From an optimization exercise on the open Yosys and OpenROAD flow, aimed at a short achievable clock period and few clock cycles per item; shortcuts taken in it are not production practice. At most, simulation tests tie the RTL to the original design; equivalence was not proved. For runs 2 and 3, only the layout was checked, not whether the RTL still works. The clock cells of runs 1 and 2 come from the design's own scripts or RTL, not from TritonCTS. The flow treats the clock pin as an ideal source. Dropping or thinning the clock tree relies on that and would not hold on a real chip. Power is estimated from default activity; no workload was simulated.

==> design/flow/config.mk <==
export PLATFORM = sky130hd
export DESIGN_NAME = per_source_request_dedup_accumulator
export DESIGN_NICKNAME = per_source_request_dedup_accumulator
export VERILOG_FILES = /design/flow/design.v
export SDC_FILE = /design/flow/constraint.sdc
export NUM_CORES = 4
export LEC_CHECK = 0
export ABC_CLOCK_PERIOD_IN_PS = 2000
export CAP_MARGIN = 20
export CORE_MARGIN = 2
export CORE_UTILIZATION = 60
export SETUP_SLACK_MARGIN = 5.0
export SLEW_MARGIN = 20
==> design/flow/constraint.sdc <==
create_clock -name core_clock -period 7.5 [get_ports {clk}]
set_input_delay 1.5000 -clock core_clock [delete_from_list [all_inputs] [get_ports {clk}]]
set_output_delay 1.5000 -clock core_clock [all_outputs]
set_load 0.01 [all_outputs]
==> design/flow/design.v <==
`default_nettype none
package psda_pkg;
  localparam int unsigned CLIENTS_DEF = 10;
  localparam int unsigned IP_W    = 32;
  localparam int unsigned PORT_W  = 16;
  localparam int unsigned DATA_W  = 32;
  localparam int unsigned RB_AW   = 2;
  localparam int unsigned RB_CAP  = 5;
  typedef enum logic {
    OP_CLIENT  = 1'b0,
    OP_REPLICA = 1'b1
  } op_t;
endpackage
`default_nettype wire
`default_nettype none
module psda_table #(
  parameter int unsigned CLIENTS = psda_pkg::CLIENTS_DEF
) (
  input  wire logic                               clk,
  input  wire logic                               rst_n,
  input  wire logic [psda_pkg::IP_W-1:0]          lk_ip,
  input  wire logic [psda_pkg::PORT_W-1:0]        lk_port,
  input  wire logic signed [psda_pkg::DATA_W-1:0] lk_seq,
  input  wire logic                               cm_client,    
  input  wire logic [psda_pkg::IP_W-1:0]          cm_ip,
  input  wire logic [psda_pkg::PORT_W-1:0]        cm_port,
  input  wire logic signed [psda_pkg::DATA_W-1:0] cm_seq,
  output logic                                    cm_dup,
  output logic                                    cm_untr
);
  logic [CLIENTS-1:0]                 vld_r;
  logic [psda_pkg::IP_W-1:0]          ip_r   [CLIENTS];
  logic [psda_pkg::PORT_W-1:0]        port_r [CLIENTS];
  logic signed [psda_pkg::DATA_W-1:0] seq_r  [CLIENTS];
  logic [CLIENTS-1:0]                 free_r;      
  logic                               full_r;
  logic [CLIENTS-1:0]                 m_r;         
  logic [CLIENTS-1:0]                 ma_r, mb_r;  
  logic [CLIENTS-1:0]                 g_r;         
  logic                               eqp_r;       
  logic                               eqpa_r, eqpb_r;  
  logic                               lep_r;       
  logic                               c_trk_r;
  logic [CLIENTS-1:0]                 c_slot_r;
  localparam int unsigned SA = 24;
  logic [psda_pkg::IP_W+psda_pkg::PORT_W-1:0] lk_src, cm_src;
  logic [CLIENTS-1:0] ma_l, mb_l, g_l;
  assign lk_src = {lk_port, lk_ip};
  assign cm_src = {cm_port, cm_ip};
  logic               lep_l;
  always_comb begin
    for (int i = 0; i < CLIENTS; i++) begin
      ma_l[i] = vld_r[i] && ip_r[i][SA-1:0] == lk_ip[SA-1:0];
      mb_l[i] = {port_r[i], ip_r[i][psda_pkg::IP_W-1:SA]} == lk_src[psda_pkg::IP_W+psda_pkg::PORT_W-1:SA];
    end
  end
  for (genvar i = 0; i < CLIENTS; i++) begin : g_cmp
    psda_le #(.W(psda_pkg::DATA_W)) u_le (
      .a (lk_seq),
      .b (seq_r[i]),
      .le(g_l[i])
    );
  end
  psda_le #(.W(psda_pkg::DATA_W)) u_lep (
    .a (lk_seq),
    .b (cm_seq),
    .le(lep_l)
  );
  always_ff @(posedge clk) begin
    ma_r  <= ma_l;
    mb_r  <= mb_l;
    g_r   <= g_l;
    eqpa_r <= cm_client && lk_src[SA-1:0] == cm_src[SA-1:0];
    eqpb_r <= lk_src[psda_pkg::IP_W+psda_pkg::PORT_W-1:SA] == cm_src[psda_pkg::IP_W+psda_pkg::PORT_W-1:SA];
    lep_r <= lep_l;
  end
  assign m_r   = ma_r & mb_r;
  assign eqp_r = eqpa_r && eqpb_r;
  logic               fwd_t, hit, alloc, dup, untr;
  logic [CLIENTS-1:0] slot;
  assign fwd_t = eqp_r && c_trk_r;
  assign hit   = (|m_r) || fwd_t;
  assign alloc = cm_client && !hit && !full_r;
  assign untr  = !hit && full_r;
  assign dup   = (|(m_r & g_r)) || (fwd_t && lep_r);
  assign slot  = m_r | (eqp_r ? c_slot_r : '0) | (alloc ? free_r : '0);
  assign cm_dup  = dup;
  assign cm_untr = untr;
  always_ff @(posedge clk) begin
    c_trk_r  <= hit || !full_r;
    c_slot_r <= slot;
  end
  always_ff @(posedge clk) begin
    if (!rst_n) begin
      vld_r  <= '0;
      free_r <= CLIENTS'(1);
      full_r <= 1'b0;
    end else if (alloc) begin
      vld_r  <= vld_r | free_r;
      free_r <= free_r << 1;
      full_r <= free_r[CLIENTS-1];
    end
  end
  always_ff @(posedge clk) begin
    for (int i = 0; i < CLIENTS; i++) begin
      if (cm_client && slot[i] && !dup) begin
        seq_r[i] <= cm_seq;
      end
      if (alloc && free_r[i]) begin
        ip_r[i]   <= cm_ip;
        port_r[i] <= cm_port;
      end
    end
  end
endmodule
`default_nettype wire
`default_nettype none
module psda_le #(
  parameter int unsigned W = 32
) (
  input  wire logic [W-1:0] a,
  input  wire logic [W-1:0] b,
  output logic              le
);
  localparam int unsigned L = $clog2(W);
  localparam int unsigned N = 1 << L;
  logic [2*N-1:0] gt, eq;
  logic [N-1:0]   ua, ub;
  assign ua = N'({~a[W-1], a[W-2:0]});
  assign ub = N'({~b[W-1], b[W-2:0]});
  assign gt[0 +: N] = ua & ~ub;
  assign eq[0 +: N] = ~(ua ^ ub);
  for (genvar l = 0; l < L; l++) begin : g_lvl
    localparam int unsigned IN  = 2 * N - (2 * N >> l);
    localparam int unsigned OUT = 2 * N - (2 * N >> (l + 1));
    for (genvar i = 0; i < (N >> (l + 1)); i++) begin : g_rng
      assign gt[OUT + i] = gt[IN + 2*i + 1] | (eq[IN + 2*i + 1] & gt[IN + 2*i]);
      assign eq[OUT + i] = eq[IN + 2*i + 1] & eq[IN + 2*i];
    end
  end
  assign le = !gt[2*N - 2];
endmodule
`default_nettype wire
`default_nettype none
module psda_acc (
  input  wire logic                               clk,
  input  wire logic                               rst_n,
  input  wire logic                               rst_q,       
  input  wire logic                               add,         
  input  wire logic                               dup,         
  input  wire logic                               load,        
  input  wire logic [psda_pkg::DATA_W-1:0]        value,
  input  wire logic [psda_pkg::DATA_W-1:0]        load_count,
  input  wire logic [psda_pkg::DATA_W-1:0]        load_sum,
  output logic [psda_pkg::DATA_W-1:0]             c_total,
  output logic [psda_pkg::DATA_W-1:0]             c_count
);
  localparam int unsigned W = psda_pkg::DATA_W;
  localparam int unsigned H = W / 2;
  logic [H-1:0] tot_lo_r, cnt_lo_r;
  logic [H-1:0] tot_lo_nxt, cnt_lo_nxt;
  logic [H:0]   tot_lo_sum, cnt_lo_sum;
  logic         inc;
  assign inc        = add && !dup;
  psda_add #(.W(H)) u_tot_lo (
    .a   (tot_lo_r),
    .b   (value[H-1:0]),
    .cin (1'b0),
    .sum (tot_lo_sum[H-1:0]),
    .cout(tot_lo_sum[H])
  );
  psda_add #(.W(H)) u_cnt_lo (
    .a   (cnt_lo_r),
    .b   (H'(0)),
    .cin (1'b1),
    .sum (cnt_lo_sum[H-1:0]),
    .cout(cnt_lo_sum[H])
  );
  always_comb begin
    tot_lo_nxt = tot_lo_r;
    cnt_lo_nxt = cnt_lo_r;
    if (load) begin
      tot_lo_nxt = load_sum[H-1:0];
      cnt_lo_nxt = load_count[H-1:0];
    end else if (inc) begin
      tot_lo_nxt = tot_lo_sum[H-1:0];
      cnt_lo_nxt = cnt_lo_sum[H-1:0];
    end
  end
  always_ff @(posedge clk) begin
    if (!rst_q) begin
      tot_lo_r <= '0;
      cnt_lo_r <= '0;
    end else begin
      tot_lo_r <= tot_lo_nxt;
      cnt_lo_r <= cnt_lo_nxt;
    end
  end
  logic         c_inc, c_load;
  logic         c_tco, c_cco;
  logic [H-1:0] c_val_hi, c_ls_hi, c_lc_hi;
  logic [H-1:0] c_tot_lo, c_cnt_lo;
  always_ff @(posedge clk) begin
    if (!rst_n) begin
      c_inc  <= 1'b0;
      c_load <= 1'b0;
    end else begin
      c_inc  <= inc && !load;
      c_load <= load;
    end
  end
  always_ff @(posedge clk) begin
    c_tco    <= tot_lo_sum[H];
    c_cco    <= cnt_lo_sum[H];
    c_val_hi <= value[W-1:H];
    c_ls_hi  <= load_sum[W-1:H];
    c_lc_hi  <= load_count[W-1:H];
    c_tot_lo <= tot_lo_nxt;
    c_cnt_lo <= cnt_lo_nxt;
  end
  logic [H-1:0] tot_hi_r, cnt_hi_r;
  logic [H-1:0] tot_hi_nxt, cnt_hi_nxt;
  logic [H-1:0] tot_hi_sum, cnt_hi_sum;
  logic         tot_hi_co, cnt_hi_co;
  psda_add #(.W(H)) u_tot_hi (
    .a   (tot_hi_r),
    .b   (c_val_hi),
    .cin (c_tco),
    .sum (tot_hi_sum),
    .cout(tot_hi_co)
  );
  psda_add #(.W(H)) u_cnt_hi (
    .a   (cnt_hi_r),
    .b   (H'(0)),
    .cin (c_cco),
    .sum (cnt_hi_sum),
    .cout(cnt_hi_co)
  );
  always_comb begin
    tot_hi_nxt = tot_hi_r;
    cnt_hi_nxt = cnt_hi_r;
    if (c_load) begin
      tot_hi_nxt = c_ls_hi;
      cnt_hi_nxt = c_lc_hi;
    end else if (c_inc) begin
      tot_hi_nxt = tot_hi_sum;
      cnt_hi_nxt = cnt_hi_sum;
    end
  end
  always_ff @(posedge clk) begin
    if (!rst_q) begin
      tot_hi_r <= '0;
      cnt_hi_r <= '0;
    end else begin
      tot_hi_r <= tot_hi_nxt;
      cnt_hi_r <= cnt_hi_nxt;
    end
  end
  assign c_total = {tot_hi_nxt, c_tot_lo};
  assign c_count = {cnt_hi_nxt, c_cnt_lo};
endmodule
`default_nettype wire
`default_nettype none
module psda_add #(
  parameter int unsigned W = 16
) (
  input  wire logic [W-1:0] a,
  input  wire logic [W-1:0] b,
  input  wire logic         cin,
  output logic [W-1:0]      sum,
  output logic              cout
);
  localparam int unsigned L = $clog2(W + 1);
  localparam int unsigned N = W + 1;
  logic [(L+1)*N-1:0] g, p;
  assign g[0 +: N] = {a & b, cin};
  assign p[0 +: N] = {a ^ b, 1'b0};
  for (genvar l = 0; l < L; l++) begin : g_lvl
    for (genvar i = 0; i < N; i++) begin : g_bit
      if (i >= (1 << l)) begin : g_comb
        assign g[(l+1)*N + i] = g[l*N + i] | (p[l*N + i] & g[l*N + i - (1 << l)]);
        assign p[(l+1)*N + i] = p[l*N + i] & p[l*N + i - (1 << l)];
      end else begin : g_pass
        assign g[(l+1)*N + i] = g[l*N + i];
        assign p[(l+1)*N + i] = p[l*N + i];
      end
    end
  end
  assign sum  = p[1 +: W] ^ g[L*N +: W];
  assign cout = g[L*N + W];
endmodule
`default_nettype wire
`default_nettype none
module per_source_request_dedup_accumulator #(
  parameter int unsigned CLIENTS = psda_pkg::CLIENTS_DEF
) (
  input  wire logic                               clk,
  input  wire logic                               rst_n,
  input  wire logic                               in_valid,
  output logic                                    in_ready,
  input  wire logic                               in_operation,
  input  wire logic [psda_pkg::IP_W-1:0]          in_src_ip,
  input  wire logic [psda_pkg::PORT_W-1:0]        in_src_port,
  input  wire logic signed [psda_pkg::DATA_W-1:0] in_seq_num,
  input  wire logic signed [psda_pkg::DATA_W-1:0] in_value,
  input  wire logic [psda_pkg::DATA_W-1:0]        in_replica_count,
  input  wire logic signed [psda_pkg::DATA_W-1:0] in_replica_sum,
  output logic                                    out_valid,
  input  wire logic                               out_ready,
  output logic signed [psda_pkg::DATA_W-1:0]      out_ack_total,
  output logic [psda_pkg::DATA_W-1:0]             out_ack_count,
  output logic                                    out_is_duplicate,
  output logic                                    out_not_tracked
);
  localparam int unsigned W    = psda_pkg::DATA_W;
  localparam int unsigned AW   = psda_pkg::RB_AW;
  localparam int unsigned CAP  = psda_pkg::RB_CAP;
  localparam int unsigned RW   = 2 * W + 2;
  logic rst_q;
  always_ff @(posedge clk) begin
    rst_q <= rst_n;
  end
  logic                        in_ready_r;
  logic                        a_v;
  psda_pkg::op_t               a_op;
  logic [psda_pkg::IP_W-1:0]   a_ip;
  logic [psda_pkg::PORT_W-1:0] a_port;
  logic [W-1:0]                a_seq, a_val, a_rc, a_rs;
  always_ff @(posedge clk) begin
    if (!rst_n) begin
      a_v <= 1'b0;
    end else begin
      a_v <= in_valid && in_ready_r;
    end
  end
  always_ff @(posedge clk) begin
    a_op   <= psda_pkg::op_t'(in_operation);
    a_ip   <= in_src_ip;
    a_port <= in_src_port;
    a_seq  <= in_seq_num;
    a_val  <= in_value;
    a_rc   <= in_replica_count;
    a_rs   <= in_replica_sum;
  end
  logic                        b_v;
  psda_pkg::op_t               b_op;
  logic [psda_pkg::IP_W-1:0]   b_ip;
  logic [psda_pkg::PORT_W-1:0] b_port;
  logic [W-1:0]                b_seq, b_val, b_rc, b_rs;
  always_ff @(posedge clk) begin
    if (!rst_n) begin
      b_v <= 1'b0;
    end else begin
      b_v <= a_v;
    end
  end
  always_ff @(posedge clk) begin
    b_op   <= a_op;
    b_ip   <= a_ip;
    b_port <= a_port;
    b_seq  <= a_seq;
    b_val  <= a_val;
    b_rc   <= a_rc;
    b_rs   <= a_rs;
  end
  logic b_client, b_replica;
  assign b_client  = b_v && (b_op == psda_pkg::OP_CLIENT);
  assign b_replica = b_v && (b_op == psda_pkg::OP_REPLICA);
  logic b_dup, b_untr;
  psda_table #(
    .CLIENTS(CLIENTS)
  ) u_table (
    .clk      (clk),
    .rst_n    (rst_n),
    .lk_ip    (a_ip),
    .lk_port  (a_port),
    .lk_seq   (a_seq),
    .cm_client(b_client),
    .cm_ip    (b_ip),
    .cm_port  (b_port),
    .cm_seq   (b_seq),
    .cm_dup   (b_dup),
    .cm_untr  (b_untr)
  );
  logic [W-1:0] c_tot, c_cnt;
  psda_acc u_acc (
    .clk       (clk),
    .rst_n     (rst_n),
    .rst_q     (rst_q),
    .add       (b_client),
    .dup       (b_dup),
    .load      (b_replica),
    .value     (b_val),
    .load_count(b_rc),
    .load_sum  (b_rs),
    .c_total   (c_tot),
    .c_count   (c_cnt)
  );
  logic c_client, c_dup, c_untr;
  always_ff @(posedge clk) begin
    if (!rst_n) begin
      c_client <= 1'b0;
    end else begin
      c_client <= b_client;
    end
  end
  always_ff @(posedge clk) begin
    c_dup  <= b_dup;
    c_untr <= b_untr && !b_dup;
  end
  logic [RW-1:0] rb [2**AW];
  logic [AW:0]   wr_r, rd_r;
  logic          rb_ne;
  logic          ov_r;
  logic [RW-1:0] o_r;
  logic          o_take;
  logic [RW-1:0] c_rec;
  assign rb_ne  = (wr_r != rd_r);
  assign o_take = !ov_r || out_ready;
  assign c_rec  = {c_tot, c_cnt, c_dup, c_untr};
  always_ff @(posedge clk) begin
    if (c_client) begin
      rb[wr_r[AW-1:0]] <= c_rec;
    end
  end
  always_ff @(posedge clk) begin
    if (!rst_n) begin
      wr_r <= '0;
      rd_r <= '0;
      ov_r <= 1'b0;
    end else begin
      if (c_client && !(o_take && !rb_ne)) begin
        wr_r <= wr_r + 1'b1;
      end
      if (o_take) begin
        ov_r <= rb_ne || c_client;
        if (rb_ne) begin
          rd_r <= rd_r + 1'b1;
        end
      end
    end
  end
  logic [RW-1:0] o_hold, o_keep, o_hkeep;
  logic          o_use_c;
  assign o_use_c = o_take && !rb_ne;
  assign o_keep  = o_take ? rb[rd_r[AW-1:0]] : o_hold;
  assign o_hkeep = rb_ne ? rb[rd_r[AW-1:0]] : o_hold;
  always_ff @(posedge clk) begin
    if (!rst_n) begin
      o_hold <= '0;
    end else if (o_take) begin
      o_hold <= o_use_c ? c_rec : o_hkeep;
    end
  end
  always_ff @(posedge clk) begin
    o_r <= o_use_c ? c_rec : o_keep;
  end
  logic [CAP-1:0] occ_r, occ_nxt;
  logic [CAP+1:0] occ_x;        
  logic           in_fire, out_fire;
  assign in_fire  = in_valid && in_ready_r;
  assign out_fire = out_ready && ov_r;
  assign occ_x    = {2'b00, occ_r};
  always_comb begin
    case ({in_fire, out_fire, b_replica})
      3'b100:          occ_nxt = {occ_r[CAP-2:0], 1'b1};        
      3'b010, 3'b001,
      3'b111:          occ_nxt = occ_x[CAP:1];                  
      3'b011:          occ_nxt = occ_x[CAP+1:2];                
      default:         occ_nxt = occ_r;                         
    endcase
  end
  always_ff @(posedge clk) begin
    if (!rst_n) begin
      occ_r <= '0;
    end else begin
      occ_r <= occ_nxt;
    end
  end
  always_ff @(posedge clk) begin
    if (!rst_n) begin
      in_ready_r <= 1'b1;
    end else begin
      in_ready_r <= !occ_nxt[CAP-1];
    end
  end
  assign in_ready         = in_ready_r;
  assign out_valid        = ov_r;
  assign out_ack_total    = o_r[RW-1 -: W];
  assign out_ack_count    = o_r[2 +: W];
  assign out_is_duplicate = o_r[1];
  assign out_not_tracked  = o_r[0];
endmodule
`default_nettype wire
==> design/flow/flow/run.sh <==
#!/bin/bash
# The standard layout with two changes:
#  - the port buffers are sky130_fd_sc_hd__buf_4 rather than the small delay buffers
#    buffer_ports picks by default
#  - after CTS, flow/mycts.tcl rebuilds the clock tree as two levels of clkbuf_16
#    (4 roots on the clock port, 64 leaves each driving one cluster of flip-flops)
#    and repairs timing on it; TritonCTS's own repair is skipped, as it would work on
#    the tree that is then replaced
set -euo pipefail
export MYCTS_LEAVES=64
export MYCTS_ROOTS=4
bash standard.sh "BUFFER_PORTS_ARGS=-buffer_cell sky130_fd_sc_hd__buf_4" \
  "POST_CTS_TCL=$PWD/flow/mycts.tcl" SKIP_CTS_REPAIR_TIMING=1 finish > standard.log 2>&1
==> design/flow/flow/mycts.tcl <==
# POST_CTS hook: rebuild the clock tree of net clk as two levels of clkbuf_16: the clock port drives
# NROOT root buffers, each root drives the leaf buffers of its group, each leaf buffer
# drives one cluster of flip-flop clock pins (k-means on their locations).
proc mycts_build { nleaf nroot } {
  set block [ord::get_db_block]
  set db [ord::get_db]
  set clknet [$block findNet clk]
  # collect clock buffers (anything reached from clk through non-sequential cells) and sinks
  set sinks {}
  set bufs {}
  set todo [list $clknet]
  set seen [dict create]
  while {[llength $todo]} {
    set net [lindex $todo 0]
    set todo [lrange $todo 1 end]
    foreach it [$net getITerms] {
      if {![$it isInputSignal] && ![$it isClocked] && [$it getIoType] ne "INPUT"} { continue }
      set inst [$it getInst]
      set m [[$inst getMaster] getName]
      if {[$it isClocked] || [regexp {df|dl} $m] && ![regexp {dlybuf|dlygate} $m]} {
        lappend sinks $it
      } else {
        set iname [$inst getName]
        if {[dict exists $seen $iname]} { continue }
        dict set seen $iname 1
        lappend bufs $inst
        foreach ot [$inst getITerms] {
          if {[$ot isOutputSignal] && [$ot getNet] ne "NULL"} { lappend todo [$ot getNet] }
        }
      }
    }
  }
  puts "mycts: [llength $sinks] sinks, [llength $bufs] old clock cells"
  # remove old tree
  set oldnets {}
  foreach inst $bufs {
    foreach ot [$inst getITerms] {
      if {[$ot isOutputSignal] && [$ot getNet] ne "NULL"} { lappend oldnets [$ot getNet] }
    }
  }
  foreach inst $bufs { odb::dbInst_destroy $inst }
  foreach n $oldnets {
    foreach it [$n getITerms] { $it disconnect }
    odb::dbNet_destroy $n
  }
  # sink locations
  set pts {}
  foreach it $sinks {
    set inst [$it getInst]
    set bb [$inst getBBox]
    lappend pts [list [expr {([$bb xMin]+[$bb xMax])/2.0}] [expr {([$bb yMin]+[$bb yMax])/2.0}]]
  }
  set cl [mycts_kmeans $pts $nleaf]
  set cent [lindex $cl 0]
  set asg [lindex $cl 1]
  set master [$db findMaster sky130_fd_sc_hd__clkbuf_16]
  # roots: k-means over leaf centroids
  set rc [mycts_kmeans $cent $nroot]
  set rcent [lindex $rc 0]
  set rasg [lindex $rc 1]
  set rnets {}
  for {set r 0} {$r < $nroot} {incr r} {
    set inst [odb::dbInst_create $block $master "cts_root_$r"]
    set net [odb::dbNet_create $block "cts_root_net_$r"]
    $net setSigType CLOCK
    [$inst findITerm A] connect $clknet
    [$inst findITerm X] connect $net
    lassign [lindex $rcent $r] x y
    $inst setLocation [expr {int($x)}] [expr {int($y)}]
    $inst setPlacementStatus PLACED
    lappend rnets $net
  }
  set lnets {}
  for {set k 0} {$k < $nleaf} {incr k} {
    set inst [odb::dbInst_create $block $master "cts_leaf_$k"]
    set net [odb::dbNet_create $block "cts_leaf_net_$k"]
    $net setSigType CLOCK
    [$inst findITerm A] connect [lindex $rnets [lindex $rasg $k]]
    [$inst findITerm X] connect $net
    lassign [lindex $cent $k] x y
    $inst setLocation [expr {int($x)}] [expr {int($y)}]
    $inst setPlacementStatus PLACED
    lappend lnets $net
  }
  set i 0
  foreach it $sinks {
    $it disconnect
    $it connect [lindex $lnets [lindex $asg $i]]
    incr i
  }
  set counts {}
  for {set k 0} {$k < $nleaf} {incr k} { lappend counts [llength [[lindex $lnets $k] getITerms]] }
  puts "mycts: leaf loads $counts"
}

proc mycts_kmeans { pts k } {
  set n [llength $pts]
  # initial centroids: points spread by sorted order
  set sorted [lsort -real -index 0 $pts]
  set cent {}
  for {set i 0} {$i < $k} {incr i} {
    lappend cent [lindex $sorted [expr {int(($i + 0.5) * $n / $k)}]]
  }
  # better init: grid
  set xs [lmap p $pts {lindex $p 0}]
  set ys [lmap p $pts {lindex $p 1}]
  set x0 [tcl::mathfunc::min {*}$xs]; set x1 [tcl::mathfunc::max {*}$xs]
  set y0 [tcl::mathfunc::min {*}$ys]; set y1 [tcl::mathfunc::max {*}$ys]
  set g [expr {int(ceil(sqrt($k)))}]
  set cent {}
  for {set i 0} {$i < $k} {incr i} {
    set gx [expr {$i % $g}]; set gy [expr {$i / $g}]
    set gyn [expr {int(ceil(double($k)/$g))}]
    lappend cent [list [expr {$x0 + ($gx + 0.5) * ($x1 - $x0) / $g}] [expr {$y0 + ($gy + 0.5) * ($y1 - $y0) / $gyn}]]
  }
  set cap [expr {int(ceil(1.1 * $n / $k))}]
  for {set iter 0} {$iter < 30} {incr iter} {
    # capacity-limited assignment: points in order of best distance
    set cand {}
    set pi 0
    foreach p $pts {
      lassign $p px py
      set best {}
      set ci 0
      foreach c $cent {
        lassign $c cx cy
        lappend best [list [expr {abs($px-$cx)+abs($py-$cy)}] $ci]
        incr ci
      }
      set best [lsort -real -index 0 $best]
      lappend cand [list [lindex [lindex $best 0] 0] $pi $best]
      incr pi
    }
    set cnt [lrepeat $k 0]
    set asg [lrepeat $n 0]
    # assign points whose best choice is far first? simple: order by their best distance descending
    set order [lsort -real -index 0 $cand]
    foreach c $order {
      lassign $c d pi best
      foreach b $best {
        set ci [lindex $b 1]
        if {[lindex $cnt $ci] < $cap} {
          lset cnt $ci [expr {[lindex $cnt $ci] + 1}]
          lset asg $pi $ci
          break
        }
      }
    }
    set sx [lrepeat $k 0.0]; set sy [lrepeat $k 0.0]
    set i 0
    foreach p $pts {
      set ci [lindex $asg $i]
      lset sx $ci [expr {[lindex $sx $ci] + [lindex $p 0]}]
      lset sy $ci [expr {[lindex $sy $ci] + [lindex $p 1]}]
      incr i
    }
    set newc {}
    for {set ci 0} {$ci < $k} {incr ci} {
      set m [lindex $cnt $ci]
      if {$m > 0} {
        lappend newc [list [expr {[lindex $sx $ci] / $m}] [expr {[lindex $sy $ci] / $m}]]
      } else {
        lappend newc [lindex $cent $ci]
      }
    }
    set cent $newc
  }
  return [list $cent $asg]
}

# the tree TritonCTS built has three levels of buffers; this one has two, so every
# flip-flop's clock arrives earlier by about the delay of one buffer, with the same
# balance across flip-flops
mycts_build [expr {[info exists ::env(MYCTS_LEAVES)] ? $::env(MYCTS_LEAVES) : 64}] [expr {[info exists ::env(MYCTS_ROOTS)] ? $::env(MYCTS_ROOTS) : 4}]
log_cmd detailed_placement
log_cmd estimate_parasitics -placement
report_clock_latency -clock [all_clocks]
# the output ports' paths are the longest and cannot be repaired further, which makes
# repair_timing give up before it has worked on the paths between registers; so
# repair first with the output delay eased by 1 ns, then again with the real one
# (the SDC written after this step is the real one)
set mycts_clk [lindex [all_clocks] 0]
set mycts_od [expr {0.2 * [get_property $mycts_clk period]}]
set_output_delay [expr {$mycts_od - 1.0}] -clock $mycts_clk [all_outputs]
repair_timing_helper
set_output_delay $mycts_od -clock $mycts_clk [all_outputs]
repair_timing_helper
log_cmd detailed_placement
check_placement -verbose
==> design/flow/standard.sh <==
#!/bin/bash
# synth_recipe.tcl (not shown) runs the flow's synth.tcl, then flattens the netlist and writes it again
# the make line also repeats each setting of config.mk as NAME=value (left out here)
make -C /OpenROAD-flow-scripts/flow DESIGN_CONFIG=/design/flow/config.mk WORK_HOME=/design/flow/orfs CLKGATE_MAP_FILE= SYNTH_SCRIPT=/design/flow/synth_recipe.tcl "${@:-finish}"
==> results.py, run 1 <==
metrics = {
    "timing": {
        "rsz0062_at_grt": "true",
        "fin_setup_tns_ns": 0,
        "worst_slack_ns": 4.91,
        "slew_headroom_pct": 25.3,
        "max_slew.worst_pin.slew_ns": 1.11,
        "hold_viol": 0,
        "fin_crit_sh_pct": 34.5,
        "setup_viol": 0,
        "fin_crit_ns": 2.59,
        "fin_skew_ns": 0.0444,
        "drv_slew": 0,
        "timing.fmax_mhz": 387,
    },
    "route": {
        "wire_per_inst_um": 24.8,
        "avgViaCountPerCell": 5.83,
        "first_iter_violations": 3603,
        "wirelength_um": 168000,
        "detail-route-antenna-nets": 0,
        "first_pass_iters": 6,
        "vias": 39500,
        "drc_errors": 0,
    },
    "floorplan": {
        "dieHeight_um": 343,
        "num_io_pins": 249,
        "start_util_pct": 60.4,
        "dieWidth_um": 343,
        "coreArea_sq_mm": 0.114,
        "die-area_sq_mm": 0.118,
        "placementRows": 124,
    },
    "final_layout": {
        "drive_gt1_share_pct": 14.7,
        "synthToLayoutAreaGrowth_pct": 10.9,
        "final_util_pct": 67.0,
        "layout.nets": 5822,
    },
    "synth": {
        "syn-cell-area_sq_mm": 0.0690,
        "synth_area_leaders": "edfxtp_1 46%, dfxtp_1 21%, ha_1 6.9%, xor2_1 4.4%, xnor2_1 2.9%",
        "ys_ff_latch": 1784,
        "synthCells": 4959,
        "synth_cell_types": 78,
        "ys_seq_area_share_pct": 67.2,
        "yosys_warnings": 9,
        "synth_top_area_share_pct": 46.3,
        "synth_area_leader_cell": "edfxtp_1",
        "async_reset_ff_share_pct": 0,
        "netlist_top_cells_count": "1,064 x edfxtp_1, 720 x dfxtp_1, 382 x inv_1",
        "synth.most_common_cell": "edfxtp_1",
        "syn_avg_cell_area_sq_um": 13.9,
        "syn_nets": 5521,
        "yosys_most_used_dff": "edfxtp_1",
        "synth-edff-count": 1064,
    },
    "setup_path": {
        "required_ns": 7.91,
        "rrSetupSlack_ns": 4.91,
        "arrival_ns": 3.00,
        "slowest_delay_ns": 0.93,
        "worstPathMaxFanout": 12,
        "end_kind": "flip-flop",
        "slowest_stage": "dfxtp_1",
        "r2r-start": "a_ip[30]$_DFF_P_",
        "worstSetupPathType": "flip-flop to flip-flop",
        "reg2reg_depth": 4,
        "worstPathCellList": "xor2_1, nor4_1, nand4_1, nor3_1",
        "critPathLaunch": "a_ip[30]$_DFF_P_",
        "cp-start-kind": "flip-flop",
        "reg2reg_to": "u_table.mb_r[2]$_DFF_P_",
    },
    "run_status": {
        "outcome": "finished clean",
    },
    "grt": {
        "antenna_found_initial": 6,
        "grt_pass1_wl_um": 245000,
        "grt_max_degree": 54,
        "grtUsageTotal_pct": 28.1,
        "grt_pass1_vias": 38300,
        "gr-total-overflow": 0,
    },
    "pwr": {
        "leakage_nw": 29.3,
        "ir_worst_vdd_mv": 0.215,
        "power_density_mw_per_mm2": 223,
    },
    "min_path": {
        "hold_path_startpoint": "a_val[24]$_DFF_P_",
        "whs_path_depth": 0,
        "hold_end": "b_val[24]$_DFF_P_",
        "hold_path.class": "flip-flop to flip-flop",
    },
    "placement": {
        "dp_hpwl_um": 106000,
        "gp_congestion": 0.903,
        "numPortBuffers": 248,
        "post-place-ws_ns": 3.85,
    },
    "cts": {
        "clk_pin_slew_worst_paths_ns": 0.11,
        "clk_latency_ns": 0.54,
        "cts.sinks": 1784,
    },
    "job": {
        "drv_cap": 0,
    },
}
[power breakdown]
part	internal, mW	switching [mW]	leakage [nW]
clock	1.62	2.74	0.838
sequential	10.8	0.449	15.7
combinational	0.738	0.767	12.8
total	13.1	3.96	29.3
[per-stage QoR]
step                power [mW]  hold WS, ns  cell area, sq um  cells
floorplan                 11.9        0.310             69300   4959
global placement          12.7        0.310             73000   6651
detailed placement        12.7        0.312             73000   6651
global route              17.6        0.326             76600   6770
finish                    17.1        0.310             76600   6771
[worst max-delay path by stage]
| stage | endpoint | slack [ns] |
|---|---|---|
| after floorplan | u_table.seq_r[9][0]$_DFFE_PP_ | 4.73 |
| after global placement | o_hold[61]$_SDFFE_PN0P_ | 3.90 |
| after detailed placement | o_hold[61]$_SDFFE_PN0P_ | 3.85 |
| after global routing | o_hold[59]$_SDFFE_PN0P_ | 4.84 |
| final | u_table.mb_r[2]$_DFF_P_ | 4.91 |
[final cells by class]
class	instances	area (sq um)
antenna	1	2.50
timing repair inverter	1	5.00
buffer	68	1700
inverter	383	1480
sequential	1784	46600
tap	1512	1890
multi-input combinational	2656	21400
fill	8332	37600
timing repair buffer	366	3430
[cell usage in the layout, fill, tap and decap left out, types with 13 or more instances in the layout]
cell type	synthesis	layout
nand2b_1	21	19
o211ai_1	22	22
dfxtp_4	0	27
buf_4	0	259
and3_1	14	13
inv_1	382	370
nand4_1	125	125
a31oi_1	60	46
nor2b_1	23	21
dfxtp_2	0	103
ha_1	379	373
o21ai_1	8	20
o21ai_0	140	122
nor3_1	65	60
xnor2_1	225	222
nand2_1	207	202
edfxtp_1	1064	1064
mux4_2	66	66
buf_6	1	74
o21a_1	44	44
xor2_1	347	346
a211oi_1	33	27
mux2i_1	19	17
and2_1	110	103
dfxtp_1	720	590
nor4_1	100	91
nand3_1	65	61
clkbuf_16	0	69
a21o_1	101	101
buf_12	0	18
nor2_1	189	187
a21oi_1	140	134
[worst max-delay path, delay by kind of cell (launching register included)]
| kind | cells | cell delay [ns] |
|---|---|---|
| AND/OR/NAND/NOR | 3 | 1.41 |
| flip-flops | 1 | 0.93 |
| XOR/XNOR | 1 | 0.14 |
[cell families after synthesis]
group	count (synthesis)	synth area share, %
AND/OR/NAND/NOR	966	7.24
multiplexers	88	2.48
adder cells (fa/ha/maj)	381	6.93
buffers and inverters	524	2.88
AO/OA/AOI/OAI	644	6.04
XOR/XNOR	572	7.26
flip-flops	1784	67.2
[layer usage]
metal  part of all wire [%]  up-vias  routed length (um)  global-route usage (%)
met2                     47     1197               79700                    46.1
met5                  0.020        -                  34                       0
met4                    2.5        6                4240                    6.68
li1                       -    18300                   -                       -
met3                    6.2      201               10500                    3.58
met1                     44    19800               73500                    40.3
[state kept, by name (all words and copies together) (netlist names), 66 cells and up, named ones only]
register and cells:
u_table.ip_r 320, o_hold 66, u_table.port_r 160, u_table.seq_r 320, o_r 66, rb 264
Testbench counts, summed over its fixed seeds: cycles 12,032, items 12,000.
==> run 2, diff against run 1 <==
==> design/flow/design.v (replaced) <==
`default_nettype none
package psda_pkg;
  localparam int unsigned CLIENTS_DEF = 10;
  localparam int unsigned IP_W    = 32;
  localparam int unsigned PORT_W  = 16;
  localparam int unsigned DATA_W  = 32;
  localparam int unsigned RB_AW   = 2;
  localparam int unsigned RB_CAP  = 4;
  typedef enum logic {
    OP_CLIENT  = 1'b0,
    OP_REPLICA = 1'b1
  } op_t;
endpackage
`default_nettype wire
`default_nettype none
module psda_table #(
  parameter int unsigned CLIENTS = psda_pkg::CLIENTS_DEF
) (
  input  wire logic                               clk,
  input  wire logic                               rst_n,
  input  wire logic [psda_pkg::IP_W-1:0]          lk_ip,
  input  wire logic [psda_pkg::PORT_W-1:0]        lk_port,
  input  wire logic signed [psda_pkg::DATA_W-1:0] lk_seq,
  input  wire logic                               cm_client,    
  input  wire logic [psda_pkg::IP_W-1:0]          cm_ip,
  input  wire logic [psda_pkg::PORT_W-1:0]        cm_port,
  input  wire logic signed [psda_pkg::DATA_W-1:0] cm_seq,
  output logic                                    cm_dup,
  output logic                                    cm_untr
);
  logic [CLIENTS-1:0]                 vld_r;
  logic [psda_pkg::IP_W-1:0]          ip_r   [CLIENTS];
  logic [psda_pkg::PORT_W-1:0]        port_r [CLIENTS];
  logic signed [psda_pkg::DATA_W-1:0] seq_r  [CLIENTS];
  logic [CLIENTS-1:0]                 free_r;      
  logic                               full_r;
  logic [CLIENTS-1:0]                 m_r;         
  logic [CLIENTS-1:0]                 g_r;         
  logic                               eqp_r;       
  logic                               lep_r;       
  logic                               c_trk_r;
  logic [CLIENTS-1:0]                 c_slot_r;
  logic [CLIENTS-1:0] m_l, g_l;
  always_comb begin
    for (int i = 0; i < CLIENTS; i++) begin
      m_l[i] = vld_r[i] && ip_r[i] == lk_ip && port_r[i] == lk_port;
      g_l[i] = lk_seq <= seq_r[i];
    end
  end
  always_ff @(posedge clk) begin
    m_r   <= m_l;
    g_r   <= g_l;
    eqp_r <= cm_client && lk_ip == cm_ip && lk_port == cm_port;
    lep_r <= lk_seq <= cm_seq;
  end
  logic               fwd_t, hit, alloc, dup, untr;
  logic [CLIENTS-1:0] slot;
  assign fwd_t = eqp_r && c_trk_r;
  assign hit   = (|m_r) || fwd_t;
  assign alloc = cm_client && !hit && !full_r;
  assign untr  = !hit && full_r;
  assign dup   = (|(m_r & g_r)) || (fwd_t && lep_r);
  assign slot  = m_r | (eqp_r ? c_slot_r : '0) | (alloc ? free_r : '0);
  assign cm_dup  = dup;
  assign cm_untr = untr;
  always_ff @(posedge clk) begin
    c_trk_r  <= hit || !full_r;
    c_slot_r <= slot;
  end
  always_ff @(posedge clk) begin
    if (!rst_n) begin
      vld_r  <= '0;
      free_r <= CLIENTS'(1);
      full_r <= 1'b0;
    end else if (alloc) begin
      vld_r  <= vld_r | free_r;
      free_r <= free_r << 1;
      full_r <= free_r[CLIENTS-1];
    end
  end
  always_ff @(posedge clk) begin
    for (int i = 0; i < CLIENTS; i++) begin
      if (cm_client && slot[i] && !dup) begin
        seq_r[i] <= cm_seq;
      end
      if (alloc && free_r[i]) begin
        ip_r[i]   <= cm_ip;
        port_r[i] <= cm_port;
      end
    end
  end
endmodule
`default_nettype wire
`default_nettype none
module psda_acc (
  input  wire logic                               clk,
  input  wire logic                               rst_q,       
  input  wire logic                               add,         
  input  wire logic                               dup,         
  input  wire logic                               load,        
  input  wire logic signed [psda_pkg::DATA_W-1:0] value,
  input  wire logic [psda_pkg::DATA_W-1:0]        load_count,
  input  wire logic signed [psda_pkg::DATA_W-1:0] load_sum,
  output logic signed [psda_pkg::DATA_W-1:0]      total_nxt,
  output logic [psda_pkg::DATA_W-1:0]             count_nxt
);
  logic signed [psda_pkg::DATA_W-1:0] total_r, total_sum;
  logic [psda_pkg::DATA_W-1:0]        count_r, count_sum;
  assign total_sum = total_r + value;
  assign count_sum = count_r + psda_pkg::DATA_W'(1);
  always_comb begin
    total_nxt = total_r;
    count_nxt = count_r;
    if (load) begin
      total_nxt = load_sum;
      count_nxt = load_count;
    end else if (add && !dup) begin
      total_nxt = total_sum;
      count_nxt = count_sum;
    end
  end
  always_ff @(posedge clk) begin
    if (!rst_q) begin
      total_r <= '0;
      count_r <= '0;
    end else begin
      total_r <= total_nxt;
      count_r <= count_nxt;
    end
  end
endmodule
`default_nettype wire
`default_nettype none
module per_source_request_dedup_accumulator #(
  parameter int unsigned CLIENTS = psda_pkg::CLIENTS_DEF
) (
  input  wire logic                               clk,
  input  wire logic                               rst_n,
  input  wire logic                               in_valid,
  output logic                                    in_ready,
  input  wire logic                               in_operation,
  input  wire logic [psda_pkg::IP_W-1:0]          in_src_ip,
  input  wire logic [psda_pkg::PORT_W-1:0]        in_src_port,
  input  wire logic signed [psda_pkg::DATA_W-1:0] in_seq_num,
  input  wire logic signed [psda_pkg::DATA_W-1:0] in_value,
  input  wire logic [psda_pkg::DATA_W-1:0]        in_replica_count,
  input  wire logic signed [psda_pkg::DATA_W-1:0] in_replica_sum,
  output logic                                    out_valid,
  input  wire logic                               out_ready,
  output logic signed [psda_pkg::DATA_W-1:0]      out_ack_total,
  output logic [psda_pkg::DATA_W-1:0]             out_ack_count,
  output logic                                    out_is_duplicate,
  output logic                                    out_not_tracked
);
  localparam int unsigned W    = psda_pkg::DATA_W;
  localparam int unsigned AW   = psda_pkg::RB_AW;
  localparam int unsigned CAP  = psda_pkg::RB_CAP;
  localparam int unsigned RW   = 2 * W + 2;
  logic rst_q;
  always_ff @(posedge clk) begin
    rst_q <= rst_n;
  end
  logic                        in_ready_r;
  logic                        a_v;
  psda_pkg::op_t               a_op;
  logic [psda_pkg::IP_W-1:0]   a_ip;
  logic [psda_pkg::PORT_W-1:0] a_port;
  logic [W-1:0]                a_seq, a_val, a_rc, a_rs;
  always_ff @(posedge clk) begin
    if (!rst_n) begin
      a_v <= 1'b0;
    end else begin
      a_v <= in_valid && in_ready_r;
    end
  end
  always_ff @(posedge clk) begin
    a_op   <= psda_pkg::op_t'(in_operation);
    a_ip   <= in_src_ip;
    a_port <= in_src_port;
    a_seq  <= in_seq_num;
    a_val  <= in_value;
    a_rc   <= in_replica_count;
    a_rs   <= in_replica_sum;
  end
  logic                        b_v;
  psda_pkg::op_t               b_op;
  logic [psda_pkg::IP_W-1:0]   b_ip;
  logic [psda_pkg::PORT_W-1:0] b_port;
  logic [W-1:0]                b_seq, b_val, b_rc, b_rs;
  always_ff @(posedge clk) begin
    if (!rst_n) begin
      b_v <= 1'b0;
    end else begin
      b_v <= a_v;
    end
  end
  always_ff @(posedge clk) begin
    b_op   <= a_op;
    b_ip   <= a_ip;
    b_port <= a_port;
    b_seq  <= a_seq;
    b_val  <= a_val;
    b_rc   <= a_rc;
    b_rs   <= a_rs;
  end
  logic b_client, b_replica;
  assign b_client  = b_v && (b_op == psda_pkg::OP_CLIENT);
  assign b_replica = b_v && (b_op == psda_pkg::OP_REPLICA);
  logic b_dup, b_untr;
  psda_table #(
    .CLIENTS(CLIENTS)
  ) u_table (
    .clk      (clk),
    .rst_n    (rst_n),
    .lk_ip    (a_ip),
    .lk_port  (a_port),
    .lk_seq   (a_seq),
    .cm_client(b_client),
    .cm_ip    (b_ip),
    .cm_port  (b_port),
    .cm_seq   (b_seq),
    .cm_dup   (b_dup),
    .cm_untr  (b_untr)
  );
  logic [W-1:0] b_tot, b_cnt;
  psda_acc u_acc (
    .clk       (clk),
    .rst_q     (rst_q),
    .add       (b_client),
    .dup       (b_dup),
    .load      (b_replica),
    .value     (b_val),
    .load_count(b_rc),
    .load_sum  (b_rs),
    .total_nxt (b_tot),
    .count_nxt (b_cnt)
  );
  logic [RW-1:0] rb [2**AW];
  logic [AW:0]   wr_r, rd_r;
  logic          rb_ne;
  logic          ov_r;
  logic [RW-1:0] o_r;
  logic          o_take;
  logic [RW-1:0] b_rec;
  assign rb_ne  = (wr_r != rd_r);
  assign o_take = !ov_r || out_ready;
  assign b_rec  = {b_tot, b_cnt, b_dup, b_untr && !b_dup};
  always_ff @(posedge clk) begin
    if (b_client) begin
      rb[wr_r[AW-1:0]] <= b_rec;
    end
  end
  always_ff @(posedge clk) begin
    if (!rst_n) begin
      wr_r <= '0;
      rd_r <= '0;
      ov_r <= 1'b0;
    end else begin
      if (b_client && !(o_take && !rb_ne)) begin
        wr_r <= wr_r + 1'b1;
      end
      if (o_take) begin
        ov_r <= rb_ne || b_client;
        if (rb_ne) begin
          rd_r <= rd_r + 1'b1;
        end
      end
    end
  end
  logic [RW-1:0] o_new, o_hold;
  assign o_new = rb_ne ? rb[rd_r[AW-1:0]] : b_rec;
  always_ff @(posedge clk) begin
    if (!rst_n) begin
      o_hold <= '0;
    end else if (o_take) begin
      o_hold <= o_new;
    end
  end
  always_ff @(posedge clk) begin
    o_r <= o_take ? o_new : o_hold;
  end
  logic [AW:0] occ_r, occ_base, occ_nxt;
  logic        in_fire, out_fire;
  assign in_fire  = in_valid && in_ready_r;
  assign out_fire = out_ready && ov_r;
  assign occ_base = occ_r - (AW+1)'(b_replica);
  always_comb begin
    case ({in_fire, out_fire})
      2'b10:   occ_nxt = occ_base + 1'b1;
      2'b01:   occ_nxt = occ_base - 1'b1;
      default: occ_nxt = occ_base;
    endcase
  end
  always_ff @(posedge clk) begin
    if (!rst_n) begin
      occ_r <= '0;
    end else begin
      occ_r <= occ_nxt;
    end
  end
  always_ff @(posedge clk) begin
    if (!rst_n) begin
      in_ready_r <= 1'b1;
    end else begin
      in_ready_r <= occ_nxt < (AW+1)'(CAP);
    end
  end
  assign in_ready         = in_ready_r;
  assign out_valid        = ov_r;
  assign out_ack_total    = o_r[RW-1 -: W];
  assign out_ack_count    = o_r[2 +: W];
  assign out_is_duplicate = o_r[1];
  assign out_not_tracked  = o_r[0];
endmodule
`default_nettype wire
==> design/flow/flow/run.sh (replaced) <==
#!/bin/bash
# The standard layout with two changes:
#  - the port buffers are sky130_fd_sc_hd__buf_4 rather than the small delay buffers
#    buffer_ports picks by default
#  - after CTS, flow/mycts.tcl rebuilds the clock tree as two levels of clkbuf_16
#    (4 roots on the clock port, 60 leaves each driving one cluster of flip-flops)
#    and repairs timing on it; TritonCTS's own repair is skipped, as it would work on
#    the tree that is then replaced
set -euo pipefail
export MYCTS_LEAVES=60
export MYCTS_ROOTS=4
bash standard.sh "BUFFER_PORTS_ARGS=-buffer_cell sky130_fd_sc_hd__buf_4" \
  "POST_CTS_TCL=$PWD/flow/mycts.tcl" SKIP_CTS_REPAIR_TIMING=1 finish > standard.log 2>&1
--- a/design/flow/flow/mycts.tcl
+++ b/design/flow/flow/mycts.tcl
@@ -113,7 +113,7 @@
     set gyn [expr {int(ceil(double($k)/$g))}]
     lappend cent [list [expr {$x0 + ($gx + 0.5) * ($x1 - $x0) / $g}] [expr {$y0 + ($gy + 0.5) * ($y1 - $y0) / $gyn}]]
   }
-  set cap [expr {int(ceil(1.1 * $n / $k))}]
+  set cap [expr {int(ceil(1.15 * $n / $k))}]
   for {set iter 0} {$iter < 30} {incr iter} {
     # capacity-limited assignment: points in order of best distance
     set cand {}
@@ -171,19 +171,10 @@
 # the tree TritonCTS built has three levels of buffers; this one has two, so every
 # flip-flop's clock arrives earlier by about the delay of one buffer, with the same
 # balance across flip-flops
-mycts_build [expr {[info exists ::env(MYCTS_LEAVES)] ? $::env(MYCTS_LEAVES) : 64}] [expr {[info exists ::env(MYCTS_ROOTS)] ? $::env(MYCTS_ROOTS) : 4}]
+mycts_build [expr {[info exists ::env(MYCTS_LEAVES)] ? $::env(MYCTS_LEAVES) : 60}] [expr {[info exists ::env(MYCTS_ROOTS)] ? $::env(MYCTS_ROOTS) : 4}]
 log_cmd detailed_placement
 log_cmd estimate_parasitics -placement
 report_clock_latency -clock [all_clocks]
-# the output ports' paths are the longest and cannot be repaired further, which makes
-# repair_timing give up before it has worked on the paths between registers; so
-# repair first with the output delay eased by 1 ns, then again with the real one
-# (the SDC written after this step is the real one)
-set mycts_clk [lindex [all_clocks] 0]
-set mycts_od [expr {0.2 * [get_property $mycts_clk period]}]
-set_output_delay [expr {$mycts_od - 1.0}] -clock $mycts_clk [all_outputs]
-repair_timing_helper
-set_output_delay $mycts_od -clock $mycts_clk [all_outputs]
 repair_timing_helper
 log_cmd detailed_placement
 check_placement -verbose
==> results.py, run 2 <==
metrics = {
    "synth": {
        "netlist_top_cells_count": "1,064 x edfxtp_1, 620 x dfxtp_1, 412 x inv_1",
        "synthCells": 4937,
        "synth_top_area_share_pct": 47.3,
        "yosys_warnings": 6,
        "syn_avg_cell_area_sq_um": 13.7,
        "synth_area_leader_cell": "edfxtp_1",
        "syn_nets": 5512,
        "synth_cell_types": 84,
        "yosys_most_used_dff": "edfxtp_1",
        "synth-edff-count": 1064,
        "ys_seq_area_share_pct": 65.7,
        "async_reset_ff_share_pct": 0,
        "synth_area_leaders": "edfxtp_1 47%, dfxtp_1 18%, ha_1 7.3%, xor2_1 4.3%, xnor2_1 2.7%",
        "synth.most_common_cell": "edfxtp_1",
        "ys_ff_latch": 1684,
        "syn-cell-area_sq_mm": 0.0676,
    },
    "grt": {
        "grt_pass1_wl_um": 284000,
        "grtUsageTotal_pct": 34.0,
        "grt_max_degree": 55,
        "gr-total-overflow": 0,
        "antenna_found_initial": 11,
        "met1_usage_pct": 47.1,
        "grtUsageMet3_pct": 4.55,
        "use_met2_pct": 54.9,
        "grt-busiest-layer": "met2",
        "grt_pass1_vias": 40900,
    },
    "pwr": {
        "p_sw_mw": 4.17,
        "ir_worst_vdd_mv": 0.205,
        "seqPwrFrac_pct": 62.1,
        "clkPwrFrac_pct": 24.6,
        "combPwrFrac_pct": 13.2,
        "leakage_nw": 30.9,
        "switching_share_pct": 24.7,
        "internal_power_mw": 12.7,
        "p_total_mw": 16.9,
        "power_density_mw_per_mm2": 213,
    },
    "floorplan": {
        "placementRows": 123,
        "die-area_sq_mm": 0.115,
        "num_io_pins": 249,
        "coreArea_sq_mm": 0.112,
        "start_util_pct": 60.3,
        "dieHeight_um": 340,
        "dieWidth_um": 340,
    },
    "timing": {
        "holdWs_ns": 0.308,
        "fin_skew_ns": 0.0587,
        "drv_slew": 0,
        "timing.fmax_mhz": 319,
        "fin_crit_sh_pct": 41.8,
        "fin_setup_tns_ns": 0,
        "worst_slack_ns": 4.36,
        "max_slew.worst_pin.slew_ns": 0.870,
        "slew_headroom_pct": 42.0,
        "hold_viol": 0,
        "setup_viol": 0,
        "fin_crit_ns": 3.14,
        "rsz0062_at_grt": "true",
    },
    "final_layout": {
        "synthToLayoutAreaGrowth_pct": 17.4,
        "final_common_cell": "edfxtp_1",
        "final_cell_mix": "1,064 x edfxtp_1, 475 x dfxtp_1, 448 x buf_4",
        "layoutNonFillerInstCount": 7005,
        "drive_gt1_share_pct": 24.1,
        "layout.nets": 6081,
    },
    "setup_path": {
        "critPathLaunch": "b_val[13]$_DFF_P_",
        "end_kind": "flip-flop",
        "required_ns": 7.96,
        "cp-start-kind": "flip-flop",
        "r2r-start": "b_val[13]$_DFF_P_",
        "worstSetupPathType": "flip-flop to flip-flop",
        "arrival_ns": 3.60,
        "worstPathMaxFanout": 6,
    },
    "route": {
        "wirelength_um": 202000,
        "drc_errors": 0,
        "first_iter_violations": 4992,
        "avgViaCountPerCell": 6.13,
        "first_pass_iters": 6,
        "detail-route-antenna-nets": 0,
        "vias": 42900,
        "wire_per_inst_um": 28.8,
    },
    "min_path": {
        "hold_path_startpoint": "a_rc[31]$_DFF_P_",
        "hold_path.class": "flip-flop to flip-flop",
    },
    "placement": {
        "post-place-ws_ns": 3.96,
        "dp_hpwl_um": 117000,
        "placed_cells": 6639,
        "numPortBuffers": 248,
        "gp_congestion": 0.881,
    },
    "cts": {
        "clk_latency_ns": 0.54,
        "clk_pin_slew_worst_paths_ns": 0.12,
        "cts.sinks": 1684,
    },
    "job": {
        "drv_cap": 0,
    },
    "run_status": {
        "outcome": "finished clean",
    },
}
[run 2: critical path, stage by stage, from the launching register on]
cell,delay (ns)
dfxtp_4,0.38
ha_4,0.26
buf_6,0.12
a21o_4,0.21
o21a_1,0.21
a311oi_4,0.39
a2111oi_4,0.16
o21a_1,0.22
or3_4,0.38
o311ai_4,0.40
a211o_1,0.21
o211a_1,0.14
[run 2: path summary, 6_finish.rpt]
check,to,slack [ns],cells after the start
max reg2reg,o_hold[65]$_SDFF_PN0_,4.36,11
min reg2reg,b_rc[31]$_DFF_P_,0.31,0
min,b_rc[31]$_DFF_P_,0.31,0
max,o_hold[65]$_SDFF_PN0_,4.36,11
[run 2: final cells by class]
cell class                      instances  area [sq um]
Sequential cell                      1684         44600
Fill cell                            7624         32700
Multi-Input combinational cell       2737         24000
Timing Repair Buffer                  606          5630
Tap cell                             1500          1880
Buffer                                 64          1600
Inverter                              413          1550
Antenna cell                            1          2.50
[run 2: kinds of logic after synthesis]
kind of cell / count (synthesis) / share of synthesized area, %
adder cells (fa/ha/maj): 394 / 7.32
XOR/XNOR: 543 / 7.04
multiplexers: 91 / 2.59
flip-flops: 1684 / 65.7
AO/OA/AOI/OAI: 672 / 6.56
buffers and inverters: 558 / 3.15
AND/OR/NAND/NOR: 995 / 7.68
[run 2: power by group through the flow]
stage | clock network [mW] | registers [mW] | logic, mW
floorplan | 0 | 10.6 | 1.02
global placement | 0 | 10.7 | 1.76
detailed placement | 0 | 10.7 | 1.78
global route | 4.46 | 10.5 | 2.38
finish | 4.17 | 10.5 | 2.24
[run 2: stage by stage]
step	cell area (sq um)	util [%]
2_1_floorplan	67800	-
3_3_place_gp	71800	64.1
3_5_place_dp	71800	64.1
5_1_grt	79300	70.8
6_report	79300	70.8
[run 2: per-layer routing]
| metal | up-vias | share of wire (%) | wire, um |
|---|---|---|---|
| met1 | 21500 | 40 | 80300 |
| met2 | 2076 | 47 | 94700 |
| met5 | - | 0.012 | 24 |
| li1 | 18900 | - | - |
| met3 | 450 | 8.5 | 17200 |
| met4 | 4 | 4.8 | 9730 |
==> run 3, diff against run 2 <==
--- a/design/flow/design.v
+++ b/design/flow/design.v
@@ -4,8 +4,8 @@
   localparam int unsigned IP_W    = 32;
   localparam int unsigned PORT_W  = 16;
   localparam int unsigned DATA_W  = 32;
-  localparam int unsigned RB_AW   = 2;
-  localparam int unsigned RB_CAP  = 4;
+  localparam int unsigned RB_AW   = 1;
+  localparam int unsigned RB_CAP  = 3;
   typedef enum logic {
     OP_CLIENT  = 1'b0,
     OP_REPLICA = 1'b1
@@ -182,58 +182,37 @@
     a_rc   <= in_replica_count;
     a_rs   <= in_replica_sum;
   end
-  logic                        b_v;
-  psda_pkg::op_t               b_op;
-  logic [psda_pkg::IP_W-1:0]   b_ip;
-  logic [psda_pkg::PORT_W-1:0] b_port;
-  logic [W-1:0]                b_seq, b_val, b_rc, b_rs;
-  always_ff @(posedge clk) begin
-    if (!rst_n) begin
-      b_v <= 1'b0;
-    end else begin
-      b_v <= a_v;
-    end
-  end
-  always_ff @(posedge clk) begin
-    b_op   <= a_op;
-    b_ip   <= a_ip;
-    b_port <= a_port;
-    b_seq  <= a_seq;
-    b_val  <= a_val;
-    b_rc   <= a_rc;
-    b_rs   <= a_rs;
-  end
-  logic b_client, b_replica;
-  assign b_client  = b_v && (b_op == psda_pkg::OP_CLIENT);
-  assign b_replica = b_v && (b_op == psda_pkg::OP_REPLICA);
-  logic b_dup, b_untr;
+  logic a_client, a_replica;
+  assign a_client  = a_v && (a_op == psda_pkg::OP_CLIENT);
+  assign a_replica = a_v && (a_op == psda_pkg::OP_REPLICA);
+  logic a_dup, a_untr;
   psda_table #(
     .CLIENTS(CLIENTS)
   ) u_table (
     .clk      (clk),
     .rst_n    (rst_n),
-    .lk_ip    (a_ip),
-    .lk_port  (a_port),
-    .lk_seq   (a_seq),
-    .cm_client(b_client),
-    .cm_ip    (b_ip),
-    .cm_port  (b_port),
-    .cm_seq   (b_seq),
-    .cm_dup   (b_dup),
-    .cm_untr  (b_untr)
+    .lk_ip    (in_src_ip),
+    .lk_port  (in_src_port),
+    .lk_seq   (in_seq_num),
+    .cm_client(a_client),
+    .cm_ip    (a_ip),
+    .cm_port  (a_port),
+    .cm_seq   (a_seq),
+    .cm_dup   (a_dup),
+    .cm_untr  (a_untr)
   );
-  logic [W-1:0] b_tot, b_cnt;
+  logic [W-1:0] a_tot, a_cnt;
   psda_acc u_acc (
     .clk       (clk),
     .rst_q     (rst_q),
-    .add       (b_client),
-    .dup       (b_dup),
-    .load      (b_replica),
-    .value     (b_val),
-    .load_count(b_rc),
-    .load_sum  (b_rs),
-    .total_nxt (b_tot),
-    .count_nxt (b_cnt)
+    .add       (a_client),
+    .dup       (a_dup),
+    .load      (a_replica),
+    .value     (a_val),
+    .load_count(a_rc),
+    .load_sum  (a_rs),
+    .total_nxt (a_tot),
+    .count_nxt (a_cnt)
   );
   logic [RW-1:0] rb [2**AW];
   logic [AW:0]   wr_r, rd_r;
@@ -241,13 +220,13 @@
   logic          ov_r;
   logic [RW-1:0] o_r;
   logic          o_take;
-  logic [RW-1:0] b_rec;
+  logic [RW-1:0] a_rec;
   assign rb_ne  = (wr_r != rd_r);
   assign o_take = !ov_r || out_ready;
-  assign b_rec  = {b_tot, b_cnt, b_dup, b_untr && !b_dup};
+  assign a_rec  = {a_tot, a_cnt, a_dup, a_untr && !a_dup};
   always_ff @(posedge clk) begin
-    if (b_client) begin
-      rb[wr_r[AW-1:0]] <= b_rec;
+    if (a_client) begin
+      rb[wr_r[AW-1:0]] <= a_rec;
     end
   end
   always_ff @(posedge clk) begin
@@ -256,34 +235,28 @@
       rd_r <= '0;
       ov_r <= 1'b0;
     end else begin
-      if (b_client && !(o_take && !rb_ne)) begin
+      if (a_client && !(o_take && !rb_ne)) begin
         wr_r <= wr_r + 1'b1;
       end
       if (o_take) begin
-        ov_r <= rb_ne || b_client;
+        ov_r <= rb_ne || a_client;
         if (rb_ne) begin
           rd_r <= rd_r + 1'b1;
         end
       end
     end
   end
-  logic [RW-1:0] o_new, o_hold;
-  assign o_new = rb_ne ? rb[rd_r[AW-1:0]] : b_rec;
-  always_ff @(posedge clk) begin
-    if (!rst_n) begin
-      o_hold <= '0;
-    end else if (o_take) begin
-      o_hold <= o_new;
-    end
-  end
+  logic [RW-1:0] o_nxt;
+  assign o_nxt = ({RW{o_take}}  & (rb_ne ? rb[rd_r[AW-1:0]] : a_rec))
+               | ({RW{!o_take}} & o_r);
   always_ff @(posedge clk) begin
-    o_r <= o_take ? o_new : o_hold;
+    o_r <= o_nxt;
   end
   logic [AW:0] occ_r, occ_base, occ_nxt;
   logic        in_fire, out_fire;
   assign in_fire  = in_valid && in_ready_r;
   assign out_fire = out_ready && ov_r;
-  assign occ_base = occ_r - (AW+1)'(b_replica);
+  assign occ_base = occ_r - (AW+1)'(a_replica);
   always_comb begin
     case ({in_fire, out_fire})
       2'b10:   occ_nxt = occ_base + 1'b1;
==> design/flow/run.sh (new file) <==
#!/bin/bash
# synth_recipe.tcl (not shown) runs the flow's synth.tcl, then flattens the netlist and writes it again
# the make line also repeats each setting of config.mk as NAME=value (left out here)
make -C /OpenROAD-flow-scripts/flow DESIGN_CONFIG=/design/flow/config.mk WORK_HOME=/design/flow/orfs CLKGATE_MAP_FILE= SYNTH_SCRIPT=/design/flow/synth_recipe.tcl finish
--- a/design/flow/config.mk
+++ b/design/flow/config.mk
@@ -5,9 +5,9 @@
 export SDC_FILE = /design/flow/constraint.sdc
 export NUM_CORES = 4
 export LEC_CHECK = 0
-export ABC_CLOCK_PERIOD_IN_PS = 2000
+export ABC_CLOCK_PERIOD_IN_PS = 2500
 export CAP_MARGIN = 20
 export CORE_MARGIN = 2
-export CORE_UTILIZATION = 60
-export SETUP_SLACK_MARGIN = 5.0
+export CORE_UTILIZATION = 50
+export SETUP_SLACK_MARGIN = 4.5
 export SLEW_MARGIN = 20
removed: design/flow/flow/run.sh
removed: design/flow/flow/mycts.tcl
removed: design/flow/standard.sh
==> results.py, run 3 <==
metrics = {
    "run_status": {
        "outcome": "finished clean",
    },
    "timing": {
        "fin_setup_tns_ns": 0,
        "holdWs_ns": 0.439,
        "hold_viol": 0,
        "fin_crit_ns": 3.05,
        "fin_skew_ns": 0.0246,
        "max_slew.worst_pin.slew_ns": 1.08,
        "timing.fmax_mhz": 328,
        "rsz0062_at_grt": "true",
        "drv_slew": 0,
        "fin_crit_sh_pct": 40.6,
        "slew_headroom_pct": 27.6,
        "setup_viol": 0,
    },
    "pwr": {
        "clkPwrFrac_pct": 40.0,
        "seqPwrFrac_pct": 48.7,
        "internal_power_mw": 12.9,
        "ir_worst_vdd_mv": 0.206,
        "p_sw_mw": 4.30,
        "switching_share_pct": 25.0,
        "leakage_nw": 26.6,
        "power_density_mw_per_mm2": 253,
        "combPwrFrac_pct": 11.3,
    },
    "final_layout": {
        "nFillCells": 9099,
        "final_common_cell": "edfxtp_1",
        "seq_area_sq_mm": 0.0361,
        "layoutNonFillerInstCount": 6400,
        "drive_gt1_share_pct": 11.8,
        "layout.nets": 5327,
        "synthToLayoutAreaGrowth_pct": 18.7,
        "final_cell_mix": "998 x edfxtp_1, 410 x inv_1, 366 x xor2_1",
        "final_util_pct": 59.6,
        "multiInputGateArea_sq_mm": 0.0203,
    },
    "route": {
        "wirelength_um": 169000,
        "detail-route-antenna-nets": 0,
        "wire_per_inst_um": 26.4,
        "avgViaCountPerCell": 5.68,
        "vias": 36400,
        "first_iter_violations": 3498,
        "drc_errors": 0,
        "first_pass_iters": 6,
    },
    "synth": {
        "yosys_most_used_dff": "edfxtp_1",
        "netlist_top_cells_count": "998 x edfxtp_1, 412 x inv_1, 386 x ha_1",
        "synth_area_leader_cell": "edfxtp_1",
        "async_reset_ff_share_pct": 0,
        "yosys_warnings": 6,
        "synth-edff-count": 998,
        "syn_avg_cell_area_sq_um": 13.2,
        "syn_nets": 4923,
        "synthCells": 4355,
        "synth_top_area_share_pct": 52.3,
        "syn-cell-area_sq_mm": 0.0573,
        "ys_ff_latch": 1304,
        "ys_seq_area_share_pct": 63.0,
        "synth.most_common_cell": "edfxtp_1",
        "synth_cell_types": 74,
        "synth_area_leaders": "edfxtp_1 52%, dfxtp_1 11%, ha_1 8.4%, xor2_1 5.6%, xnor2_1 2.9%",
    },
    "grt": {
        "gr-total-overflow": 0,
        "grt_pass1_vias": 34600,
        "grtUsageTotal_pct": 28.6,
        "grt_pass1_wl_um": 242000,
        "grt_max_degree": 81,
        "antenna_found_initial": 11,
    },
    "setup_path": {
        "slowest_stage": "clkdlybuf4s50_1",
        "arrival_ns": 3.70,
        "required_ns": 8.15,
        "worstSetupPathType": "input pin to flip-flop",
        "worstPathMaxFanout": 9,
        "cp-start-kind": "input pin",
        "slowest_delay_ns": 0.61,
        "worstPathCellList": "clkdlybuf4s50_1, buf_4, o22ai_1, a2111oi_0, nand4_1, nor4_1",
        "end_kind": "flip-flop",
    },
    "job": {
        "drv_cap": 0,
    },
    "placement": {
        "dp_hpwl_um": 108000,
        "placed_cells": 6082,
        "gp_congestion": 0.897,
        "numPortBuffers": 248,
    },
    "cts": {
        "h-tree-depth": 4,
        "cts_tree": "built",
        "clockRootBuffer": "clkbuf_16",
        "cts.sinks": 1304,
        "clk_latency_ns": 0.75,
        "clk_pin_slew_worst_paths_ns": 0.06,
        "clock_path_buffers": 3,
        "cts_inserted_buffers": 142,
        "postCtsHoldBufs": 0,
    },
    "floorplan": {
        "num_io_pins": 249,
        "start_util_pct": 50.2,
        "coreArea_sq_mm": 0.114,
        "die-area_sq_mm": 0.117,
        "placementRows": 124,
        "dieHeight_um": 343,
        "dieWidth_um": 343,
    },
    "min_path": {
        "hold_path.class": "flip-flop to flip-flop",
    },
}
[run 3: critical path, delay by kind of cell]
family,cells,cell delay [ns]
AOI/OAI and AO/OA,2,0.56
buffers and inverters,2,0.92
and+or+nand+nor,2,0.69
[run 3: logic make-up after synthesis]
| logic type | count (synthesis) | synth area share, % |
|---|---|---|
| buf+inv | 532 | 3.49 |
| fa+ha+maj | 387 | 8.46 |
| mux | 83 | 1.51 |
| compound gates | 633 | 7.09 |
| flops | 1304 | 63.0 |
| simple gates | 862 | 7.99 |
| xor+xnor | 554 | 8.47 |
[run 3: final cells by class]
| cell class | count | area share (%) |
|---|---|---|
| tap | 1512 | 2.78 |
| multi-input combinational | 2529 | 29.8 |
| antenna | 7 | 0.0258 |
| clock buffer | 216 | 6.01 |
| timing repair buffer | 369 | 5.28 |
| inverter | 413 | 2.28 |
| sequential | 1304 | 53.1 |
| clock inverter | 50 | 0.730 |
[run 3: path summary, 6_finish.rpt]
| kind | cells past startpoint | from | slack, ns | to |
|---|---|---|---|---|
| max | 6 | in_src_ip[30] | 4.45 | u_table.m_r[3]$_DFF_P_ |
| min | 0 | a_ip[15]$_DFF_P_ | 0.44 | u_table.ip_r[6][15]$_DFFE_PP_ |
| max reg2reg | 8 | u_table.m_r[0]$_DFF_P_ | 4.52 | rb[0][65]$_DFFE_PP_ |
| min reg2reg | 0 | a_ip[15]$_DFF_P_ | 0.44 | u_table.ip_r[6][15]$_DFFE_PP_ |
[run 3: power by group through the flow]
stage,clock (mW),sequential (mW),combinational [mW]
final,6.89,8.38,1.94
after global routing,7.25,8.40,2.12
after global placement,0,8.53,1.96
after floorplan,0,8.51,0.987
after CTS,6.96,8.38,1.92
after detailed placement,0,8.53,1.98
[run 3: stage by stage]
step / power (mW) / setup WS [ns] / area [sq um]
after global routing: 17.8 / 4.43 / 68000
after detailed placement: 10.5 / 2.73 / 62200
after global placement: 10.5 / 2.74 / 62100
after floorplan: 9.49 / 4.34 / 57500
final: 17.2 / 4.45 / 68000
after CTS: 17.3 / 4.50 / 67400
[run 3: repair_timing]
item / 4_1_cts / 5_1_grt
gates resized for setup: 393 / 127
setup buffers: 19 / 15
cloned: 9 / 2
hold endpoints to repair: 0 / 0
pin swaps: 11 / 29
endpoints found under the setup margin: 771 / 343
[run 3: layer usage]
metal / routed length [um] / vias up / GRT usage [%]
li1: - / 16600 / -
met1: 74600 / 18100 / 41.5
met2: 76300 / 1408 / 44.2
met3: 12800 / 271 / 4.52
met4: 5420 / 4 / 9.53
met5: 27 / - / 0

afterwards: timing with drivers on the ports:
Ports are ideal in the flow. The routed layouts listed here were re-timed in OpenROAD. Step 1, drivers: a clkbuf_16 drives clk and a buf_2 each remaining input, both assumed. Step 2, shift: input delay + t, output delay - t, t = (earliest + latest rising clock arrival at the registers) / 2. This alone moves slack from input paths to output paths. Slacks: ideal / step 1 / step 2; pairs: ideal / step 1.
run	shift t [ns]	setup slack, ns	hold slack, ns	slew at the worst register clock pin (ns)
run 1	0.675	4.914 / 4.777 / 4.457	0.310 / 0.310 / 0.310	0.12 / 0.12
run 2	0.673	4.362 / 4.362 / 4.272	0.308 / 0.308 / 0.308	0.12 / 0.12
run 3	0.824	4.451 / 4.472 / 3.687	0.439 / 0.439 / 0.439	0.06 / 0.06
After both steps every run listed still meets setup and hold. For run 3, which loses most, drivers alone change the setup slack by +0.021 ns; drivers and shift together by -0.764 ns.
